This is an optimization exercise on Yosys and OpenROAD, whose aim is a short achievable clock period and few clock cycles, not a production implementation.
At most, simulation tests tie the RTL to the original design; equivalence was not proved.

Setup of run 1:
==> flow/design.v (excerpt) <==
module pcpu_top (
    input  logic              clock,
    input  logic              reset,
    input  logic              i_enable,
    input  logic              i_start,
    input  logic [pipe_pkg::DATA_W-1:0] i_i_data,
    input  logic [pipe_pkg::DATA_W-1:0] i_d_rdata,
    output logic [7:0]        o_i_addr,
    output logic [7:0]        o_d_addr,
    output logic [pipe_pkg::DATA_W-1:0] o_d_wdata,
    output logic              o_d_we,
    output logic              o_running
);
Size: roughly 1,800 cells after synthesis, ~320 flip-flops, roughly 70 I/O pins.
Settings: LEC_CHECK=0, ABC_CLOCK_PERIOD_IN_PS=1500, CAP_MARGIN=20, CORE_MARGIN=2, CORE_UTILIZATION=40, SETUP_SLACK_MARGIN=2.7, SLEW_MARGIN=20; clock period 4.5 ns.
run.sh (not shown) runs the stock make flow with config.mk's settings and CLKGATE_MAP_FILE= SYNTH_SCRIPT=/design/flow/synth_recipe.tcl, a recipe that flattens the netlist after the stock synthesis.
Testbench counts of run 1, summed over its fixed seeds: cycles 13,930.
For run 2, these inputs were changed with respect to run 1:
--- a/flow/design.v
+++ b/flow/design.v
@@ -117,37 +117,38 @@
     end
     assign e_result = sum | r_log | r_sll | r_srl | ({16{e_ld}} & i_d_rdata);
     assign z_add = x_c ? (ks_p[0] == 16'hffff)
                        : (((x_a[0] ^ x_b[0]) == 1'b0) &&
                           ((x_a[15:1] ^ x_b[15:1]) == (x_a[14:0] | x_b[14:0])));
     assign z_log = (r_log == 16'h0000);
     assign z_sll = ((sl_a & sl_m) == 16'h0000);
     assign z_srl = ((sr_a & sr_m) == 16'h0000);
     assign zc = z_add & z_log & z_sll & z_srl;
     assign nc = sum[15] | r_log[15] | r_sll[15] | r_srl[15];
     logic [3:0] ma_g, ma_p;
     logic [4:0] ma_c;
-    logic [3:0] ma_hi1;
     always_comb begin
         ma_g = m_a[3:0] & m_off;
         ma_p = m_a[3:0] ^ m_off;
         ma_c[0] = 1'b0;
         ma_c[1] = ma_g[0];
         ma_c[2] = ma_g[1] | (ma_p[1] & ma_g[0]);
         ma_c[3] = ma_g[2] | (ma_p[2] & ma_g[1]) | (ma_p[2] & ma_p[1] & ma_g[0]);
         ma_c[4] = ma_g[3] | (ma_p[3] & ma_g[2]) | (ma_p[3] & ma_p[2] & ma_g[1]) |
                   (ma_p[3] & ma_p[2] & ma_p[1] & ma_g[0]);
-        ma_hi1 = m_a[7:4] + 4'd1;
         m_sum[3:0] = ma_p ^ ma_c[3:0];
-        m_sum[7:4] = ma_c[4] ? ma_hi1 : m_a[7:4];
+        m_sum[4]   = m_a[4] ^ ma_c[4];
+        m_sum[5]   = m_a[5] ^ (ma_c[4] & m_a[4]);
+        m_sum[6]   = m_a[6] ^ (ma_c[4] & m_a[4] & m_a[5]);
+        m_sum[7]   = m_a[7] ^ (ma_c[4] & m_a[4] & m_a[5] & m_a[6]);
     end
     assign t_sum  = t_a + t_b;
     assign e_take = (e_bz & zf) | (e_bnz & ~zf) | (e_bn & nf) | (e_bnn & ~nf);
     assign o_i_addr  = fa;
     assign o_d_addr  = m_sum;
     assign o_d_wdata = e_s;
     assign o_d_we    = e_st;
     assign o_running = running;
     logic [15:0] w;
     logic [4:0]  op;
     logic [2:0]  f1, f2, f3;
     logic        d_ld, d_st, d_sll, d_srl, d_add, d_addi, d_sub, d_subi, d_cmp;
### Flow results
Each of the runs, namely run 1 and run 2, reached the end of the flow and came out clean.
Routed length per instance: run 2 vs run 1 — no meaningful difference
Maximum frequency on run 2 is behind run 1.
Compared with run 1, run 2 shows placed wire-length estimate that has gone down by a few percent.
On routed wire length, run 1 and run 2 are basically level.
Looking at run 1 and run 2, the y dimension of the die is a wash.
There was hardly any difference in data required time at the worst endpoint between run 1 and run 2.
For run 2, only the layout was checked, not whether the RTL still works.

run a:
Another version of the RTL of pcpu_top (not shown whole).
For scale: ~2800 cells after synthesis, roughly 560 flip-flops, roughly 70 I/O pins.
clock: 4.5 ns
lec_check: 0
cap_margin: 20
core_margin: 2
core_utilization: 30
place_density: 0.45
setup_slack_margin: 2.7
slew_margin: 20
Relative to run a, the following input files were edited for run b:
--- a/flow/design.v
+++ b/flow/design.v
@@ -118,25 +118,22 @@
         end
     end
     assign e_result = sum | r_log | r_sll | r_srl | ({16{e_ld}} & i_d_rdata);
     assign z_add = x_c ? (ks_p[0] == 16'hffff)
                        : (((x_a[0] ^ x_b[0]) == 1'b0) &&
                           ((x_a[15:1] ^ x_b[15:1]) == (x_a[14:0] | x_b[14:0])));
     assign z_log = (r_log == 16'h0000);
     assign z_sll = ((sl_a & sl_m) == 16'h0000);
     assign z_srl = ((sr_a & sr_m) == 16'h0000);
     assign zc = z_add & z_log & z_sll & z_srl;
     assign nc = sum[15] | r_log[15] | r_sll[15] | r_srl[15];
-    logic n_hi1, n_hi0;
-    assign n_hi0 = (ks_p[0][15] ^ x_c) | r_log[15] | r_sll[15] | r_srl[15];
-    assign n_hi1 = ~(ks_p[0][15] ^ x_c) | r_log[15] | r_sll[15] | r_srl[15];
     assign t_sum  = t_a + t_b;
     assign e_take = (e_bz & zf) | (e_bnz & ~zf) | (e_bn & nf) | (e_bnn & ~nf);
     assign o_i_addr  = fa;
     assign o_d_addr  = d_addr;
     assign o_d_wdata = e_s;
     assign o_d_we    = e_st;
     assign o_running = running;
     logic [15:0] w;
     logic [4:0]  op;
     logic [2:0]  f1, f2, f3;
     logic        d_ld, d_st, d_sll, d_srl, d_add, d_addi, d_sub, d_subi, d_cmp;
@@ -231,23 +228,23 @@
     assign take_early = d_jmp | (r0_cond & ((d_bz & zf) | (d_bnz & ~zf) | (d_bn & nf) | (d_bnn & ~nf)));
     assign fa_seq     = fa + 8'd1;
     assign fa_one     = on_one ? w[7:0] : fa_seq;    
     assign fa_zero    = on_one ? fa_seq : w[7:0];
     assign fa_early   = e_take ? t_sum : (hazard ? fa : (take_early ? w[7:0] : fa_seq));
     assign late_z     = !e_take && r0_cond && e_setf && tests_z;
     assign late_n     = !e_take && r0_cond && e_setf && !tests_z;
     always_comb begin
         if (late_z)
             fa_next = zc ? fa_one : fa_zero;
         else if (late_n)
-            fa_next = carry[15] ? (n_hi1 ? fa_one : fa_zero) : (n_hi0 ? fa_one : fa_zero);
+            fa_next = nc ? fa_one : fa_zero;
         else
             fa_next = fa_early;
     end
     logic take_start;
     logic fetch;      
     logic issue_ok;   
     logic issue;      
     assign take_start = i_start && !started;
     assign fetch      = (running && !halt_seen) || take_start;
     assign issue_ok   = fetch && !e_take;
     assign issue      = issue_ok && !d_halt && !hazard;
Results
Number of clock buffers inserted by TritonCTS was lower in run a than in run b.
Comparing run b and run a, the lower sequential share of cell area is on run b.
Run a → run b: final area picked up an extra about 1.6%, number of non-clock inverters in the layout picked up an extra 0.50%, antenna diode instance count picked up an extra 1.
~same clock latency at the later pin of the worst-skew pair in run b and run a
Per the comparison of run b with run a, area of the die went up by about 2%; first-iteration DRC count went up by 184.
Critical-path maximum fanout: run b < run a
sky130_fd_sc_hd__or3_4 as the library cell contributing the largest single delay on the critical path was reported by run b, and sky130_fd_sc_hd__dfxtp_2 by run a.
Summary: worst hold slack, run b worse than run a
Run b vs run a: length of routed met2 wiring down in run b
Testbench counts of run b, summed over its fixed seeds: cycles 13,981.
No functional check of the RTL was part of run a.

port drivers added, routing unchanged:
The flow's constraints put no driver on any port. The routed layouts listed below were extracted and timed again, unchanged, in two steps.
Step 1 assumes that a clkbuf_16 drives the clock port and a buf_2 every other input.
Step 2 times the ports against the registers' clock, not the clock port: input delays grow and output delays shrink by t, the midpoint of the rising clock arrivals with the driver on.
Three values: ideal ports, drivers, drivers and shift; two values: the first two.
| run | t, ns | slack for setup (ns) | worst slew at a driven data input, ns |
|---|---|---|---|
| run 1 | 0.598 | 1.308 / 1.252 / 0.992 | 0.17 |
| run 2 | 0.618 | 1.075 / 1.019 / 1.238 | 0.08 |
| run a | 0.686 | 1.404 / 1.404 / 0.798 | 0.20 |
| run b | 0.688 | 1.672 / 1.672 / 0.996 | 0.19 |
After both steps every run listed still meets setup and hold. The setup slack of run b, which loses most, moves by 0.000 ns with the drivers and by -0.676 ns with both steps.
